This is an optimization exercise on Yosys and OpenROAD, whose aim is small area, a short achievable clock period and few clock cycles per item, not a production implementation. Function was checked by simulation only, so behaviour that the tests miss may differ from the original. Power figures rest on the tool's default switching activity, not on a simulated workload.

== rev 12 ==
// stochastic_calcium_cluster_step
module stochastic_calcium_cluster_step #(
   parameter int NUM_CLUSTERS = scs_pkg::NUM_CLUSTERS_DEF,
   parameter int MAX_CHANNELS = scs_pkg::MAX_CHANNELS_DEF
) (
   input  logic                            clock,
   input  logic                            reset,
   input  logic                            req_tvalid,
   output logic                            req_tready,
   input  logic [scs_pkg::REQ_DATA_W-1:0]  req_tdata,
   input  logic                            req_tlast,
   output logic                            rsp_tvalid,
   input  logic                            rsp_tready,
   output logic [scs_pkg::RSP_DATA_W-1:0]  rsp_tdata,
   output logic                            rsp_tuser,
   input  logic                            csr_we,
   input  logic [scs_pkg::CSR_IDX_W-1:0]   csr_index,
   input  logic [scs_pkg::CSR_DATA_W-1:0]  csr_wdata
);
   localparam int NC = 10;    
   localparam int NP = 3;     
   localparam logic [23:0] P_RST = 24'd133;    
   localparam logic [25:0] BASE_RST = 26'(scs_pkg::CA_REST_RST) + (26'd1 << 25);
   logic [23:0] os_q, refr_q, close_q, rest_q, thr_q, lk_q, puff_q;
   logic [3:0]  rnum_q;
   always_ff @(posedge clock) begin
      if (reset) begin
         os_q    <= scs_pkg::OPEN_SCALE_RST;
         refr_q  <= scs_pkg::REFR_PROB_RST;
         close_q <= scs_pkg::CLOSE_PROB_RST;
         rnum_q  <= scs_pkg::REFR_NUM_RST;
         rest_q  <= scs_pkg::CA_REST_RST;
         thr_q   <= scs_pkg::CA_THRESH_RST;
         lk_q    <= scs_pkg::LEAK_RST;
         puff_q  <= scs_pkg::PUFF_RST;
      end else if (csr_we) begin
         case (csr_index)
            3'd0: os_q    <= csr_wdata;
            3'd1: refr_q  <= csr_wdata;
            3'd2: close_q <= csr_wdata;
            3'd3: rnum_q  <= csr_wdata[3:0];
            3'd4: rest_q  <= csr_wdata;
            3'd5: thr_q   <= csr_wdata;
            3'd6: lk_q    <= csr_wdata;
            default: puff_q <= csr_wdata;
         endcase
      end
   end
   logic [4:0]    cs [NC];
   logic [NC-1:0] pendc;              
   logic [NP-1:0] pv;                 
   logic [3:0]    pidx [NP];
   logic [23:0]   pr [NP];
   logic [3:0]    pdv [NP];           
   logic [NP-1:0] ppred;              
   logic [NP-1:0] plag2;              
   logic [7:0]    tot_q;
   logic [23:0]   p_q;
   logic [1:0]    nl_q;               
  ...
clock: 11.0 ns
lec_check: 0
cap_margin: 20
core_margin: 2
core_utilization: 40
place_density: 0.6
setup_slack_margin: 3
slew_margin: 20
run.sh (not shown) runs the stock make flow with config.mk's settings and CLKGATE_MAP_FILE= SYNTH_SCRIPT=/design/flow/synth_recipe.tcl, a recipe that flattens the netlist after the stock synthesis.
Having completed the whole flow, rev 12 delivered a layout that passed the timing, design-rule and antenna checks.
Testbench counts of rev 12, summed over its fixed seeds: cycles 3,874, steps 320.
## Diff of input files: rev 13 against rev 12
-- flow/design.v --
<<< rev 12, line 146
   logic [23:0] cn_q, mca_q;
   logic        mspk_q, neg_q, base_ok, m_den, m_conf;
   logic        eager_q, base_wr;    
   logic [25:0] base_q, base_nx;    
>>> rev 13, line 146
   logic [23:0] cn_q, mca_q;
   logic        mspk_q, neg_q, base_ok, m_den, m_conf;
   logic        den_rdy_q;         
   logic        cb_end;
   logic        eager_q, base_wr;    
   logic [25:0] base_q, base_nx;    
<<< rev 12, line 338
   logic handoff, rsp_free, pdone;
   assign rsp_free = ~rsp_v | rsp_tready;
   assign handoff  = m_den & (m_conf | (vfy_q & ~mispredict)) & ~d_div & ~d_fin & rsp_free;
   always_ff @(posedge clock) begin
      if (reset) begin
>>> rev 13, line 340
   logic handoff, rsp_free, pdone;
   assign rsp_free = ~rsp_v | rsp_tready;
   assign cb_end   = ms[M_CB] & mc_q;
   assign handoff  = m_den & den_rdy_q & (m_conf | (vfy_q & ~mispredict)) & ~d_div & ~d_fin & rsp_free;
   always_ff @(posedge clock) begin
      if (reset) begin
<<< rev 12, line 434
      end
   end
   logic [42:0] t1;
   logic [43:0] e1, e2, e3;
   logic [43:0] e1_s, e2_s, e3_s, x3, y3, z3, s3, c3;
   logic        e1_co, e2_co, e3_co;
   assign x3 = {1'b0, r_q, 2'b11};
   assign y3 = ~{3'b0, d_q};
   assign z3 = ~{2'b0, d_q, 1'b0};
   assign s3 = x3 ^ y3 ^ z3;
   assign c3 = {((x3[42:0] & y3[42:0]) | (x3[42:0] & z3[42:0]) | (y3[42:0] & z3[42:0])), 1'b1};
>>> rev 13, line 437
      end
   end
   logic [40:0] dvs, rin;
   assign dvs = d_q;
   assign rin = r_q;
   logic [42:0] t1;
   logic [43:0] e1, e2, e3;
   logic [43:0] e1_s, e2_s, e3_s, x3, y3, z3, s3, c3;
   logic        e1_co, e2_co, e3_co;
   assign x3 = {1'b0, rin, 2'b11};
   assign y3 = ~{3'b0, dvs};
   assign z3 = ~{2'b0, dvs, 1'b0};
   assign s3 = x3 ^ y3 ^ z3;
   assign c3 = {((x3[42:0] & y3[42:0]) | (x3[42:0] & z3[42:0]) | (y3[42:0] & z3[42:0])), 1'b1};
<<< rev 12, line 453
   logic [40:0] r2;
   always_comb begin
      t1 = {r_q, 2'b11};
      e1 = e1_s;
      e2 = e2_s;
>>> rev 13, line 459
   logic [40:0] r2;
   always_comb begin
      t1 = {rin, 2'b11};
      e1 = e1_s;
      e2 = e2_s;
<<< rev 12, line 471
      end
      t2 = {r1, 1'b1};
      e4 = {1'b0, t2} - {2'b0, d_q};
      g2 = ~e4[42];
      r2 = e4[42] ? t2[40:0] : e4[40:0];
>>> rev 13, line 477
      end
      t2 = {r1, 1'b1};
      e4 = {1'b0, t2} - {2'b0, dvs};
      g2 = ~e4[42];
      r2 = e4[42] ? t2[40:0] : e4[40:0];
<<< rev 12, line 489
   assign hc2 = {((hs1[46:0] & hc1[46:0]) | (hs1[46:0] & hb2[46:0]) | (hc1[46:0] & hb2[46:0])), 1'b0};
   scs_bk_add #(.W(48)) u_h (.a(hs2), .b(hc2), .ci(1'b0), .s(h_n), .co(hn_co));
   assign hsh = 48'(os_q) << (3 * (skip_q - 3'd1));
   logic [47:0] h_sub;
   scs_bk_add #(.W(48)) u_hi (.a(hsh), .b(~{24'd0, os_q}), .ci(1'b1), .s(h_sub), .co(hi_co));
>>> rev 13, line 495
   assign hc2 = {((hs1[46:0] & hc1[46:0]) | (hs1[46:0] & hb2[46:0]) | (hc1[46:0] & hb2[46:0])), 1'b0};
   scs_bk_add #(.W(48)) u_h (.a(hs2), .b(hc2), .ci(1'b0), .s(h_n), .co(hn_co));
   assign hsh = 48'(os_q) << (3 * skip_q);
   logic [47:0] h_sub;
   scs_bk_add #(.W(48)) u_hi (.a(hsh), .b(~{24'd0, os_q}), .ci(1'b1), .s(h_sub), .co(hi_co));
<<< rev 12, line 498
         d_div  <= 1'b0;
         d_fin  <= 1'b0;
         rsp_v  <= 1'b0;
         p_q    <= P_RST;
>>> rev 13, line 504
         d_div  <= 1'b0;
         d_fin  <= 1'b0;
         den_rdy_q <= 1'b0;
         rsp_v  <= 1'b0;
         p_q    <= P_RST;
<<< rev 12, line 505
         vfy_q <= pdone;
         nl_q  <= nl_q + {1'b0, launch} - {1'b0, pdone};
         if (handoff) begin
            d_q    <= x_q;
            cnt_q  <= 4'd8 - 4'(skip_q);
            os_d   <= os_q;
            d_div  <= 1'b1;
         end
         if (d_div) begin
>>> rev 13, line 512
         vfy_q <= pdone;
         nl_q  <= nl_q + {1'b0, launch} - {1'b0, pdone};
         den_rdy_q <= ~d_div & (cb_end | (m_den & ~handoff & ~mispredict));
         if (!d_div) d_q <= cb_end ? msum[44:4] : x_q;
         if (handoff) begin
            cnt_q  <= 4'd7 - 4'(skip_q);
            os_d   <= os_q;
            if (skip_q == 3'd7) d_fin <= 1'b1;
            else                d_div <= 1'b1;
         end
         if (d_div) begin
<<< rev 12, line 527
   end
   always_ff @(posedge clock) begin
      if (handoff) begin
         r_q <= 41'((41'd1 << (16 + 3 * skip_q)) - 41'd1);
         g_q <= (skip_q == 3'd0) ? 3'd7 : 3'd0;
         h_q <= h_init;
      end else begin
         r_q <= r2;
         g_q <= {g1, g2};
         h_q <= h_n;
      end
   end
   assign rsp_tvalid = rsp_v;
>>> rev 13, line 536
   end
   always_ff @(posedge clock) begin
      r_q <= (d_div | handoff) ? r2
             : 41'((41'd1 << (16 + 3 * (cb_end ? skip : skip_q))) - 41'd1);
      g_q <= {g1, g2};
      h_q <= handoff ? h_init : h_n;
   end
   assign rsp_tvalid = rsp_v;
### Flow results
- Rev 13: all stages done; final checks FAILED (max-capacitance violations, max-slew violations).
- Rev 13 vs rev 12 — die extent in x dropped about 1%.
- Diff rev 12 -> rev 13: XOR/XNOR share of the synthesized area shows no meaningful change; total power shows a reduction of 44%; final wirelength shows a reduction of 7900 um.
- Per the comparison of rev 13 with rev 12, number of clock buffers in the layout rose 3; synthesized cell count shows a reduction of 108; via count fell about 2.7%.
- Cell area in rev 13 is about 1.7% below rev 12.
- Going from rev 12 to rev 13, fraction of power consumed by combinational cells went down by 27 points; flip-flop and latch count was more or less identical; sequential-to-total area share from yosys stat went up by 0.54 points; buffer share of cell area was more or less identical.
Testbench counts of rev 13, summed over its fixed seeds: cycles 3,751, steps 320.

---

Setup of the reference run:
stochastic_calcium_cluster_step, a different RTL version from the one above (not shown whole).
Size in the first run: roughly 8100 cells after synthesis, about 770 flip-flops, ~120 I/O pins, about 71000 um^2 of cells after synthesis.
Settings: LEC_CHECK=0, CAP_MARGIN=20, CORE_MARGIN=2, CORE_UTILIZATION=40, PLACE_DENSITY=0.6, SETUP_SLACK_MARGIN=3, SLEW_MARGIN=20; clock period 11.0 ns.
Testbench counts of the reference run, summed over its fixed seeds: cycles 3,708, steps 320.
#### Input delta (the trial run over the reference run)
--- a/flow/design.v
+++ b/flow/design.v
@@ -92,21 +92,21 @@
    input  logic                            req_tlast,
    output logic                            rsp_tvalid,
    input  logic                            rsp_tready,
    output logic [scs_pkg::RSP_DATA_W-1:0]  rsp_tdata,
    output logic                            rsp_tuser,
    input  logic                            csr_we,
    input  logic [scs_pkg::CSR_IDX_W-1:0]   csr_index,
    input  logic [scs_pkg::CSR_DATA_W-1:0]  csr_wdata
 );
    localparam int NC = 10;    
-   localparam int NP = 4;     
+   localparam int NP = 3;     
    localparam logic [23:0] P_RST = 24'd133;    
    localparam logic [25:0] BASE_RST = 26'(scs_pkg::CA_REST_RST) + (26'd1 << 25);
    logic [23:0] os_q, refr_q, close_q, rest_q, thr_q, lk_q, puff_q;
    logic [3:0]  rnum_q;
    always_ff @(posedge clock) begin
       if (reset) begin
          os_q    <= scs_pkg::OPEN_SCALE_RST;
          refr_q  <= scs_pkg::REFR_PROB_RST;
          close_q <= scs_pkg::CLOSE_PROB_RST;
          rnum_q  <= scs_pkg::REFR_NUM_RST;
@@ -228,21 +228,21 @@
       slot = '0;
       for (int j = NP - 1; j >= 0; j--) begin
          if (!pv[j]) begin
             slot    = '0;
             slot[j] = 1'b1;
          end
       end
    end
    logic [7:0] tot_n;
    always_comb begin
-      tot_n = tot_q + fixd[0] + fixd[1] + fixd[2] + fixd[3]
+      tot_n = tot_q + fixd[0] + fixd[1] + fixd[2]
               + ((upd && s_zero && lt_p) ? 8'(draw_v) : 8'd0)
               + ((upd && !s_zero && !s_neg && lt_close) ? 8'hFF : 8'd0);
    end
    always_ff @(posedge clock) begin
       if (reset) begin
          for (int i = 0; i < NC; i++) cs[i] <= 5'd0;
          pendc <= '0;
          pv    <= '0;
          tot_q <= 8'd0;
       end else begin
--- outcome ---
Diff the trial run and the reference run: register-to-register path setup slack lower in the reference run. Of the trial run and the reference run, it is the trial run that has the lower final period utilization. Against the reference run as the reference, the trial run delivers a lower time the worst path needs with I/O delays and setup. Taking the reference run as the reference, in the trial run worst setup slack after placement now sits higher, final wirelength now sits lower, area after synthesis now sits lower.
Testbench counts of the trial run, summed over its fixed seeds: cycles 3,751, steps 320.

what the ideal ports hide:
No port has a modelled driver above. Below, the same layouts with a new extraction and two added sets of constraints.
Step 1 assumes that a clkbuf_16 drives the clock port and a buf_2 every other input.
Step 2, shift: input delay + t, output delay - t, t = (earliest + latest rising clock arrival at the registers) / 2. This alone moves slack from input paths to output paths.
a / b / c = ideal ports / drivers / drivers and shift; a / b = the first two.
| run | shift t [ns] | setup WS [ns] | worst setup path after step 2 | clock arrival spread, ns | worst data-port slew with drivers (ns) |
|---|---|---|---|---|---|
| rev 12 | 0.779 | 3.172 / 3.172 / 2.553 | input to register | 0.049 / 0.048 | 0.16 |
| rev 13 | 0.775 | 3.221 / 3.199 / 2.573 | input to register | 0.100 / 0.100 | 0.09 |
| the reference run | 0.795 | 3.134 / 3.134 / 2.444 | input to register | 0.076 / 0.075 | 0.08 |
| the trial run | 0.791 | 3.168 / 3.168 / 2.467 | input to register | 0.075 / 0.075 | 0.15 |
For the trial run, which loses most, drivers alone change the setup slack by 0.000 ns; drivers and shift together by -0.701 ns.
